This design comes from an exercise in tuning for a short achievable clock period and few clock cycles per item on the open sky130 flow, not from production work.
In this exercise RTL edits were held to simulation tests only and were not proved equivalent to the original.
No activity file was given, so power comes from the tool's default toggle rates.

==> flow/design.v <==
`default_nettype none
package cpu_pkg;
    localparam int XLEN = 32;
    typedef logic [XLEN-1:0] word_t;
    typedef logic [4:0]      reg_addr_t;
    typedef enum logic [6:0] {
        OPC_OP     = 7'b0110011,
        OPC_OP_IMM = 7'b0010011,
        OPC_LOAD   = 7'b0000011,
        OPC_STORE  = 7'b0100011,
        OPC_BRANCH = 7'b1100011,
        OPC_JAL    = 7'b1101111
    } opcode_e;
    typedef enum logic [2:0] {
        ALU_ADD,
        ALU_SUB,
        ALU_AND,
        ALU_OR,
        ALU_XOR,
        ALU_SLT,
        ALU_PASS_LINK                
    } alu_op_e;
    typedef struct packed {
        logic      reg_write;        
        logic      mem_read;
        logic      mem_write;
        logic      is_branch;
        logic      branch_ne;        
        logic      is_jal;
        logic      use_imm;          
        alu_op_e   alu;
        reg_addr_t rd;
    } ctrl_t;
    localparam word_t NOP_INSTR = 32'h0000_0013;    
endpackage
`default_nettype wire
`timescale 1ns/10ps
`default_nettype none
module cpu #(
    parameter cpu_pkg::word_t RESET_PC = '0
) (
    input  logic           clk,
    input  logic           reset,
    output cpu_pkg::word_t imem_addr,
    input  cpu_pkg::word_t imem_data,
    output logic           dmem_valid,
    output logic           dmem_write,
    output cpu_pkg::word_t dmem_addr,
    output cpu_pkg::word_t dmem_wdata,
    input  logic           dmem_ready,
    input  cpu_pkg::word_t dmem_rdata
);
    typedef cpu_pkg::word_t word_t;
    typedef cpu_pkg::reg_addr_t reg_addr_t;
    word_t     pc;
    logic      id_valid;
    word_t     id_instr;
    word_t     id_pc;
    logic      id_pred;                  
    logic      ex_reg_write, ex_load, ex_store, ex_branch, ex_bne, ex_pred;
    logic      ex_sel_add, ex_sel_sub, ex_sel_and, ex_sel_or, ex_sel_xor, ex_sel_slt, ex_sel_link;
    reg_addr_t ex_rd;
    word_t     ex_a;                     
    word_t     ex_b;                     
    word_t     ex_s;                     
    word_t     ex_link, ex_rec_pc;
    logic      m_reg_write, m_load, m_store;
    reg_addr_t m_rd;
    word_t     m_res, m_wdata;
    word_t     regs [1:31];
    logic      mem_busy;
    logic      load_use;
    logic      stall;
    logic      redirect;
    word_t     alu;                      
    word_t     m_val;                    
    logic  f_jal, f_br, f_pred;
    word_t f_immj, f_immb, f_tgt_j, f_tgt_b, f_pc4, f_next;
    assign imem_addr = pc;
    assign f_jal  = imem_data[6:0] == 7'b1101111;
    assign f_br   = imem_data[6:0] == 7'b1100011;
    assign f_pred = f_br && (imem_data[31] || imem_data[12]);
    assign f_immj = {{12{imem_data[31]}}, imem_data[19:12], imem_data[20], imem_data[30:21], 1'b0};
    assign f_immb = {{20{imem_data[31]}}, imem_data[7], imem_data[30:25], imem_data[11:8], 1'b0};
    assign f_tgt_j = pc + f_immj;
    assign f_tgt_b = pc + f_immb;
    assign f_pc4   = pc + 32'd4;
    assign f_next  = f_jal ? f_tgt_j : f_pred ? f_tgt_b : f_pc4;
    always_ff @(posedge clk or posedge reset) begin
        if (reset) begin
            pc <= RESET_PC;
        end else if (redirect) begin
            pc <= ex_rec_pc;
        end else if (!stall) begin
            pc <= f_next;
        end
    end
    always_ff @(posedge clk or posedge reset) begin
        if (reset) begin
            id_valid <= 1'b0;
        end else if (redirect) begin
            id_valid <= 1'b0;
        end else if (!stall) begin
            id_valid <= 1'b1;
        end
    end
    always_ff @(posedge clk) begin
        if (!stall) begin
            id_instr <= imem_data;
            id_pc    <= pc;
            id_pred  <= f_pred;
        end
    end
    logic [6:0] opc;
    logic [2:0] f3;
    reg_addr_t  rs1, rs2, rd;
    logic d_op, d_opimm, d_load, d_store, d_branch, d_jal;
    logic d_reg_write, d_uses_rs1, d_uses_rs2, d_use_imm;
    logic d_sel_add, d_sel_sub, d_sel_and, d_sel_or, d_sel_xor, d_sel_slt;
    logic a_fwd_ex, a_fwd_m, b_fwd_ex, b_fwd_m;
    word_t d_imm, d_immb, d_rf_a, d_rf_b, d_a_early, d_b_early, d_a, d_rs2, d_pc4, d_tgt_b;
    assign opc = id_instr[6:0];
    assign f3  = id_instr[14:12];
    assign rs1 = id_instr[19:15];
    assign rs2 = id_instr[24:20];
    assign rd  = id_instr[11:7];
    assign d_op     = id_valid && opc == 7'b0110011;
    assign d_opimm  = id_valid && opc == 7'b0010011;
    assign d_load   = id_valid && opc == 7'b0000011;
    assign d_store  = id_valid && opc == 7'b0100011;
    assign d_branch = id_valid && opc == 7'b1100011;
    assign d_jal    = id_valid && opc == 7'b1101111;
    assign d_reg_write = (d_op || d_opimm || d_load || d_jal) && rd != 5'd0;
    assign d_uses_rs1  = d_op || d_opimm || d_load || d_store || d_branch;
    assign d_uses_rs2  = d_op || d_store || d_branch;
    assign d_use_imm   = d_opimm || d_load || d_store;
    assign d_sel_sub = d_op && f3 == 3'b000 && id_instr[30];
    assign d_sel_add = d_op ? (f3 == 3'b000 && !id_instr[30]) : !d_jal;
    assign d_sel_slt = d_op && f3 == 3'b010;
    assign d_sel_xor = d_op && f3 == 3'b100;
    assign d_sel_or  = d_op && f3 == 3'b110;
    assign d_sel_and = d_op && f3 == 3'b111;
    assign d_imm  = d_store ? {{20{id_instr[31]}}, id_instr[31:25], id_instr[11:7]}
                            : {{20{id_instr[31]}}, id_instr[31:20]};
    assign d_immb = {{20{id_instr[31]}}, id_instr[7], id_instr[30:25], id_instr[11:8], 1'b0};
    assign d_pc4   = id_pc + 32'd4;
    assign d_tgt_b = id_pc + d_immb;
    assign d_rf_a = (rs1 == 5'd0) ? '0 : regs[rs1];
    assign d_rf_b = (rs2 == 5'd0) ? '0 : regs[rs2];
    assign a_fwd_ex = ex_reg_write && rs1 == ex_rd;
    assign a_fwd_m  = m_reg_write && rs1 == m_rd;
    assign b_fwd_ex = ex_reg_write && rs2 == ex_rd;
    assign b_fwd_m  = m_reg_write && rs2 == m_rd;
    assign d_a_early = a_fwd_m ? m_val : d_rf_a;
    assign d_rs2     = b_fwd_ex ? alu : b_fwd_m ? m_val : d_rf_b;
    assign d_a       = a_fwd_ex ? alu : d_a_early;
    assign load_use = ex_load && ((d_uses_rs1 && a_fwd_ex) || (d_uses_rs2 && b_fwd_ex));
    assign mem_busy = (m_load || m_store) && !dmem_ready;
    assign stall    = mem_busy || load_use;
    always_ff @(posedge clk or posedge reset) begin
        if (reset) begin
            ex_reg_write <= 1'b0;
            ex_load      <= 1'b0;
            ex_store     <= 1'b0;
            ex_branch    <= 1'b0;
        end else if (!mem_busy) begin
            if (redirect || load_use) begin
                ex_reg_write <= 1'b0;
                ex_load      <= 1'b0;
                ex_store     <= 1'b0;
                ex_branch    <= 1'b0;
            end else begin
                ex_reg_write <= d_reg_write;
                ex_load      <= d_load;
                ex_store     <= d_store;
                ex_branch    <= d_branch;
            end
        end
    end
    always_ff @(posedge clk) begin
        if (!mem_busy) begin
            ex_bne      <= f3[0];
            ex_pred     <= id_pred;
            ex_sel_add  <= d_sel_add;
            ex_sel_sub  <= d_sel_sub;
            ex_sel_and  <= d_sel_and;
            ex_sel_or   <= d_sel_or;
            ex_sel_xor  <= d_sel_xor;
            ex_sel_slt  <= d_sel_slt;
            ex_sel_link <= d_jal;
            ex_rd       <= rd;
            ex_a        <= d_a;
            ex_b        <= d_use_imm ? d_imm : d_rs2;
            ex_s        <= d_rs2;
            ex_link     <= d_pc4;
            ex_rec_pc   <= id_pred ? d_pc4 : d_tgt_b;
        end
    end
    word_t sum, diff;
    logic  lt, taken;
    assign sum  = ex_a + ex_b;
    assign diff = ex_a - ex_b;
    assign lt   = (ex_a[31] != ex_b[31]) ? ex_a[31] : diff[31];
    assign alu = ({32{ex_sel_add}}  & sum)
               | ({32{ex_sel_sub}}  & diff)
               | ({32{ex_sel_and}}  & (ex_a & ex_b))
               | ({32{ex_sel_or}}   & (ex_a | ex_b))
               | ({32{ex_sel_xor}}  & (ex_a ^ ex_b))
               | ({32{ex_sel_slt}}  & {31'd0, lt})
               | ({32{ex_sel_link}} & ex_link);
    assign taken    = (ex_a == ex_b) != ex_bne;
    assign redirect = ex_branch && (taken != ex_pred);
    always_ff @(posedge clk or posedge reset) begin
        if (reset) begin
            m_reg_write <= 1'b0;
            m_load      <= 1'b0;
            m_store     <= 1'b0;
        end else if (!mem_busy) begin
            m_reg_write <= ex_reg_write;
            m_load      <= ex_load;
            m_store     <= ex_store;
        end
    end
    always_ff @(posedge clk) begin
        if (!mem_busy) begin
            m_rd    <= ex_rd;
            m_res   <= alu;                  
            m_wdata <= ex_s;
        end
    end
    assign dmem_valid = m_load || m_store;
    assign dmem_write = m_store;
    assign dmem_addr  = m_res;
    assign dmem_wdata = m_wdata;
    assign m_val = m_load ? dmem_rdata : m_res;      
    always_ff @(posedge clk) begin
        if (m_reg_write && !mem_busy) begin
            regs[m_rd] <= m_val;
        end
    end
endmodule
`default_nettype wire
==> flow/flow/run.sh <==
#!/bin/bash
# Standard layout, except that synthesis leaves adders to ABC instead of
# mapping them onto the library's full/half-adder cells.
set -euo pipefail
cd "$(dirname "$0")/.."
ADDER_MAP_FILE= bash standard.sh > standard.log 2>&1
==> flow/standard.sh <==
#!/bin/bash
# synth_recipe.tcl (not shown) runs the flow's synth.tcl, then flattens the netlist and writes it again
# the make line also repeats each setting of config.mk as NAME=value (left out here)
make -C /OpenROAD-flow-scripts/flow DESIGN_CONFIG=/design/flow/config.mk WORK_HOME=/design/flow/orfs CLKGATE_MAP_FILE= SYNTH_SCRIPT=/design/flow/synth_recipe.tcl "${@:-finish}"
==> flow/config.mk <==
export PLATFORM = sky130hd
export DESIGN_NAME = cpu
export DESIGN_NICKNAME = cpu
export VERILOG_FILES = /design/flow/design.v
export SDC_FILE = /design/flow/constraint.sdc
export NUM_CORES = 4
export LEC_CHECK = 0
export ABC_CLOCK_PERIOD_IN_PS = 2500
export CAP_MARGIN = 20
export CORE_MARGIN = 2
export CORE_UTILIZATION = 40
export PLACE_DENSITY = 0.6
export SETUP_SLACK_MARGIN = 4.0
export SLEW_MARGIN = 20
==> flow/constraint.sdc <==
create_clock -name core_clock -period 7.0 [get_ports {clk}]
set_input_delay 1.4000 -clock core_clock [delete_from_list [all_inputs] [get_ports {clk}]]
set_output_delay 1.4000 -clock core_clock [all_outputs]
set_load 0.01 [all_outputs]
==> results of run 1 <==
==> repair_timing <==
| item | in CTS | in global routing |
|---|---|---|
| endpoints found under the setup margin | 1547 | 430 |
| cloned | 43 | 12 |
| endpoints found under the hold margin | 0 | 0 |
| buffers inserted | 402 | 120 |
| resized for setup | 986 | 301 |
| pin swaps | 222 | 158 |
==> final timing paths <==
kind	endpoint	slack [ns]	cells past startpoint
max	ex_b[16]$_DFFE_PN_	3.56	12
min	m_wdata[7]$_DFFE_PN_	0.42	0
max reg2reg	ex_b[16]$_DFFE_PN_	3.56	12
min reg2reg	m_wdata[7]$_DFFE_PN_	0.42	0
max in group asynchronous	pc[24]$_DFFE_PP0P_	5.29	2
min in group asynchronous	pc[15]$_DFFE_PP0P_	1.06	2
==> registers in the layout, indices dropped and copies added, names as in the netlist, 5 cells and up, named ones only <==
| register | cells |
|---|---|
| regs | 992 |
| ex_a | 32 |
| ex_b | 32 |
| ex_rec_pc | 32 |
| ex_s | 32 |
| id_instr | 32 |
| id_pc | 32 |
| m_res | 32 |
| m_wdata | 32 |
| pc | 32 |
| ex_link | 31 |
| ex_rd | 5 |
| m_rd | 5 |
==> cells in the final DEF, fill, tap and decap left out, types with 98 or more instances in the layout <==
master | Yosys | final
edfxtp_1 | 1299 | 1299
mux4_2 | 555 | 555
buf_4 | 2 | 422
nand2_1 | 280 | 258
nor2_1 | 301 | 237
a21oi_1 | 277 | 213
clkbuf_16 | 0 | 160
mux2i_1 | 165 | 131
buf_6 | 0 | 113
xnor2_1 | 141 | 98
==> stage by stage <==
step,hold WS (ns),cells
6_report,0.4181,7824
3_5_place_dp,0.4045,6972
3_3_place_gp,0.4028,6971
5_1_grt,0.4252,7817
4_1_cts,0.4189,7682
2_1_floorplan,0.4003,4774
==> synth_stat cells, drive strengths merged, types with 11 or more instances <==
cell type	count	area, um2
nor2	301	1130
maj3	52	530.5
a211oi	108	815.8
o2111ai	12	105.1
or4	11	82.58
dfrtp	40	1001
xnor2	142	1251
inv	95	356.6
nor4	34	212.7
nand2	281	1057
o21ai	129	649.4
buf	122	529.3
or3	15	93.84
o211ai	21	157.7
edfxtp	1299	39010
nor3	44	225.2
o22ai	69	431.7
o31ai	17	141.4
nand3	80	400.4
a2111oi	11	97.59
a221oi	28	257.8
clkbuf	273	1027
a22oi	16	133.9
xor2	104	910.9
or2	19	118.9
and2	28	177.7
and3	31	193.9
mux4	555	12500
nand2b	32	200.2
mux2i	165	1652
nor2b	23	143.9
o221ai	38	332.8
mux2	36	405.4
nand4	24	150.1
a31oi	48	300.3
a21oi	278	1395
a21o	31	232.7
o21a	19	142.6
==> final cells by class <==
cell class | count | area [um2] | area share, %
clock inverters | 75 | 829.5 | 0.9308
flip-flops and latches | 1349 | 40310 | 45.23
clock buffers | 190 | 3861 | 4.333
repair buffers | 835 | 9064 | 10.17
multi-input cells | 2943 | 31720 | 35.59
diodes | 7 | 17.52 | 0.01966
inverters | 99 | 405.4 | 0.4549
well taps | 2325 | 2909 | 3.264
repair inverters | 1 | 5.005 | 0.005616
==> report_power, final <==
part	total (W)	internal [W]	switching (W)
combinational	0.00919	0.00366	0.00553
sequential	0.0114	0.0105	0.000872
clock	0.00773	0.00435	0.00339
==> kinds of logic after synthesis <==
logic type      after synthesis
xor+xnor                    246
fa+ha+maj                    52
simple gates                950
compound gates              927
buf+inv                     494
flops                      1349
mux                         756
==> routing by layer <==
layer | GRT usage (%) | part of all wire, %
met5 | 0 | 0.019
met3 | 5.842 | 9.6
met2 | 45.04 | 47
met1 | 36.39 | 36
met4 | 16.23 | 7.0
==> flow_summary.ini, run 1 <==
[setup_path]
path_class = reg2reg
critPathMaxStageDelay_ns = 0.52
path_buf_inv = 2
cp_cell_sequence = buf_6, xnor2_4, o2111ai_4, a311oi_4, buf_4, o2111ai_4, and3_4, a21oi_2, a21oi_2, xnor2_1, o211ai_1, o221a_2
cp-end-kind = register
crit_required_ns = 7.57
crit_fanout = 6
startpoint = ex_b[2]$_DFFE_PN_
cp_slowest_cell = edfxtp_1
crit_path_start_kind = register
worstReg2RegStart = ex_b[2]$_DFFE_PN_
cp_data_arrival_time_ns = 4.01
critPathTopFamily = compound AO/OA/AOI/OAI gates

[global_route]
grt_usage_pct = 28.41
grt_max_degree = 163
overflow = 0
antenna_found_initial = 13
grt_pass1_vias = 49088
grt_pass1_wl_um = 364200

[routing]
drt_first_pass_iters = 6
drt_wl_total_um = 261700
wl_per_cell_um = 33.45
drtIter0Drc = 6724
remaining_drc_errors = 0
ant_nets = 0
route.vias.total = 50717
vias_per_cell = 6.482

[timing]
fin_crit_sh_pct = 49.14
hold_viol = 0
slew_violations = 0
min_period_ns = 3.440
setup_viol = 0
worst_pin_slew_ns = 1.178
fmax_mhz = 290.7
slew_headroom_pct = 21.41
worst_slack_ns = 3.560
fin_tns_setup_ns = 0
finalClockSkew_ns = 0.05293
rsz0062_at_grt = true

[placed_design]
placed_area_um2 = 74290
port_buffers = 164
dpl.hpwl_um = 151800
gp_congestion = 0.9353
pre_cts_ws_ns = 1.806

[layout]
fill_cells = 14271
final_cell_area_um2 = 89120
nets = 5443
fin_util_pct = 51.27
areaGrowthSynthToFinish_pct = 27.40
layout-drive-gt1-share_pct = 38.42

[yosys]
yosysSeqAreaShare_pct = 57.48
synth_edf_count = 1299
muxShareOfSynthArea_pct = 20.81
ys_seq_elements = 1349
synth_xor_area_share_pct = 3.091
synthAdderAreaFrac_pct = 0.7584
synth_top_family_by_area = multiplexers
synth_async_sr_flop_share_pct = 2.965
synth-compound-area-share_pct = 8.809
synth_nets = 4841
yosysWarnings = 1
synth_area_um2 = 69950
synth.distinct_cells = 97
avgSynthCellArea_um2 = 14.65
synthSimpleGateAreaFrac_pct = 6.298
synth-main-ff-cell = edfxtp_1
synthCells = 4774

[die]
die_x_um = 422.2
die_area_um2 = 178200
num_rows = 153
pin_count = 165
core_area_um2 = 173800
initial_utilization_pct = 40.24
die_y_um = 422.2

[clocking]
cts.sinks = 1349
path_clk_slew_ns = 0.06
clock_path_buffers = 3
numCtsBuffers = 147
clock_latency_ns = 0.82
h-tree-depth = 4
cts_tree = built
hold_buffers = 0
root_buffer = clkbuf_16

[hold_path]
hold_start = ex_s[7]$_DFFE_PN_
hold_path.class = reg2reg

[pwr]
ir_drop_mv = 0.2675
leakagePower_nw = 30.15
powerDensity_nw_per_um2 = 317.8
design_power_total_w = 0.02833

[outcome]
outcome = no timing/DRC/antenna violations

[flow_run]
cap_violations = 0
Testbench counts, summed over its fixed seeds: cycles 23,620, instructions 21,723.
==> inputs of run 2 (changes only) <==
==> flow/run.sh (new file) <==
#!/bin/bash
# synth_recipe.tcl (not shown) runs the flow's synth.tcl, then flattens the netlist and writes it again
# the make line also repeats each setting of config.mk as NAME=value (left out here)
make -C /OpenROAD-flow-scripts/flow DESIGN_CONFIG=/design/flow/config.mk WORK_HOME=/design/flow/orfs CLKGATE_MAP_FILE= SYNTH_SCRIPT=/design/flow/synth_recipe.tcl finish
removed: flow/flow/run.sh
removed: flow/standard.sh
==> run 2 against run 1 <==
- still clean
- cell count shrank 0.55%
- count of clock-buffer cells in the layout shrank 13
- sequential share of layout area is essentially flat
- worst hold slack lost 0.0062 ns
- largest cell class unchanged
- highest routed layer unchanged
==> flow_summary.ini, run 2 <==
[outcome]
outcome = no timing/DRC/antenna violations

[global_route]
grt_usage_pct = 27.47
grt_max_degree = 84
grt_pass1_vias = 47931
grt_pass1_wl_um = 354900
antenna_found_initial = 9
overflow = 0

[yosys]
yosysSeqAreaShare_pct = 57.13
avgSynthCellArea_um2 = 14.87
yosysWarnings = 1
ys_seq_elements = 1349
synthCells = 4732
yosys.area.top_type_share_pct = 55.43
synth_area_um2 = 70380
synthSimpleGateAreaFrac_pct = 5.460
synth_top_area_cell = edfxtp_1
synth_async_sr_flop_share_pct = 2.965
synth_top_family_by_area = multiplexers
synthTopCellsByCount = edfxtp_1 (1,299), mux4_2 (545), nor2_1 (311)
synthAdderAreaFrac_pct = 3.353
synth-compound-area-share_pct = 9.499
synth.distinct_cells = 98
synth-main-ff-cell = edfxtp_1
synth_area_leaders = edfxtp_1 (55%), mux4_2 (17%), ha_1 (3.2%)
synth_edf_count = 1299
synth_most_common_cell = edfxtp_1
synth_xor_area_share_pct = 1.730
synth_nets = 4984
muxShareOfSynthArea_pct = 20.14

[die]
num_rows = 153
pin_count = 165
initial_utilization_pct = 40.35
die_area_um2 = 179300
die_x_um = 423.5
core_area_um2 = 174400
die_y_um = 423.5

[routing]
route.vias.total = 49948
drt_first_pass_iters = 6
remaining_drc_errors = 0
wl_met1_um = 99490
drtIter0Drc = 6942
drt_wl_total_um = 253600
highest_layer = met5
wl_per_cell_um = 32.60
met2_length_um = 114500
vias_per_cell = 6.419
met3_length_um = 24800
ant_nets = 0

[layout]
final_cells = 7781
layout-drive-gt1-share_pct = 38.54
largest_reg_flops = 992
layout_common_cells = edfxtp_1 (1,299), mux4_2 (545), buf_4 (386), nor2_1 (244), nand2_1 (218)
fill_cells = 14199
fin_util_pct = 51.05
regMostFlops = regs
areaGrowthSynthToFinish_pct = 26.50
final_common_cell = edfxtp_1
nets = 5596

[clocking]
hold_buffers = 0
clock_path_buffers = 3
h-tree-depth = 4
root_buffer = clkbuf_16
cts_tree = built
path_clk_slew_ns = 0.06
cts.sinks = 1349
numCtsBuffers = 145
clock_latency_ns = 0.81

[timing]
whs_ns = 0.4119
slew_headroom_pct = 20.46
setup_viol = 0
worst_pin_slew_ns = 1.190
hold_viol = 0
fin_tns_setup_ns = 0
slew_violations = 0
fin_crit_sh_pct = 54.72
rsz0062_at_grt = true
min_period_ns = 3.831
fmax_mhz = 261.0
finalClockSkew_ns = 0.05862

[setup_path]
cp_cell_sequence = ha_4, nor2b_1, o21bai_1, nand4b_1, buf_6, a2111oi_4, nor2_2, a211oi_2, nor2_1, nor2_1, o21bai_2, fa_2, nand2_2, o211ai_1, a21oi_2, a21oi_2, a21bo_2
rr_worst_depth = 17
cp_slowest_cell = edfxtp_1
critPathMaxStageDelay_ns = 0.48
crit_path_start_kind = register
crit_required_ns = 7.55
worstReg2RegStart = ex_a[2]$_DFFE_PN_
r2r_setup_slack_ns = 3.17
cp_data_arrival_time_ns = 4.38
path_class = reg2reg
rr_endpoint = ex_b[31]$_DFFE_PN_
crit_fanout = 4
cp-end-kind = register

[pwr]
powerDensity_nw_per_um2 = 322.5
ir_drop_mv = 0.2644
leakagePower_nw = 30.71

[placed_design]
port_buffers = 164
dpl.hpwl_um = 151800
gp_congestion = 0.9121
dpl.cell_count = 7027

[hold_path]
hold_start = ex_s[4]$_DFFE_PN_
hold_end = m_wdata[4]$_DFFE_PN_
hold_path.class = reg2reg
min_path_cells = 0

[flow_run]
cap_violations = 0
[run 2: through the flow]
step / power [W] / setup slack (ns) / cell area [um2]
2_1_floorplan: 0.01523 / 0.3796 / 70630
3_3_place_gp: 0.01824 / 1.834 / 75030
3_5_place_dp: 0.01827 / 1.857 / 75030
4_1_cts: 0.02771 / 3.188 / 86270
5_1_grt: 0.02964 / 3.028 / 89020
6_report: 0.02871 / 3.169 / 89030
[run 2: worst max path at each step]
stage          slack, ns            endpoint         startpoint  cells after the start
3_3_place_gp        1.83  pc[24]$_DFFE_PP0P_      imem_data[31]                     11
2_1_floorplan       0.38  pc[28]$_DFFE_PP0P_         dmem_ready                      9
4_1_cts             3.19  ex_b[26]$_DFFE_PN_  ex_a[0]$_DFFE_PN_                     14
6_report            3.17  ex_b[31]$_DFFE_PN_  ex_a[2]$_DFFE_PN_                     17
5_1_grt             3.03  ex_b[31]$_DFFE_PN_  ex_a[2]$_DFFE_PN_                     17
3_5_place_dp        1.86  pc[22]$_DFFE_PP0P_      imem_data[31]                     11
[run 2: power by group]
group | switching (W) | internal, W | leakage [nW]
combinational | 0.00586 | 0.00393 | 15.7
clock | 0.00331 | 0.00451 | 2.28
sequential | 0.000600 | 0.0105 | 12.7
total | 0.00977 | 0.0189 | 30.7
[run 2: timing repair]
item	in CTS	in global routing
pin swaps	215	170
endpoints found under the setup margin	1560	668
cloned	35	9
gates resized for setup	982	348
setup buffers	307	142
[run 2: cell families after synthesis]
| group | after synthesis |
|---|---|
| adders and majority gates | 185 |
| AOI/OAI and AO/OA | 1017 |
| DFF | 1349 |
| muxes | 730 |
| and+or+nand+nor | 840 |
| xor gates and xnor gates | 139 |
| buffers and inverters | 472 |
[run 2: routing by layer]
metal  track usage (%)  vias to the layer above
met1             38.17                    25911
met3             5.201                      533
li1                  -                    20383
met5                 0                        -
met4             13.73                        8
met2             41.41                     3113
[run 2: cell type report]
class                           instances  area, um2  share of cell area, %
Timing Repair inverter                  5      32.53                0.03654
Tap cell                             2325       2909                  3.268
Clock buffer                          177       3812                  4.282
Inverter                              169      674.4                 0.7575
Antenna cell                            2      5.005               0.005622
Multi-Input combinational cell       2919      32380                  36.37
Sequential cell                      1349      40290                  45.25
Clock inverter                         80      910.9                  1.023
Timing Repair Buffer                  755       8016                  9.004
[run 2: worst max-delay path, delay by kind of cell (launching register included)]
kind,cells,cell delay (ns)
DFF,1,0.48
buffers and inverters,1,0.15
adders and majority gates,2,0.64
AOI/OAI and AO/OA,8,1.65
and+or+nand+nor,6,0.65

[what the ideal ports hide]
Ports are ideal in the flow. The routed layouts listed here were re-timed in OpenROAD. Step 1 assumes that a clkbuf_16 drives the clock port and a buf_2 every other input. Step 2 moves the port delays by t, midway between the first and last clock arrival at a register: inputs arrive t later, outputs are due t later. That takes back most of the time a late clock gives input paths. Three values: ideal, step 1, step 2; two values: the first two.
run | t, ns | setup slack, ns | latest minus earliest clock arrival (ns)
run 1 | 0.881 | 3.560 / 3.560 / 2.896 | 0.054 / 0.054
run 2 | 0.859 | 3.169 / 3.169 / 2.920 | 0.064 / 0.064
After both steps every run listed still meets setup and hold. The setup slack of run 1, which loses most, moves by 0.000 ns with the drivers and by -0.664 ns with both steps.
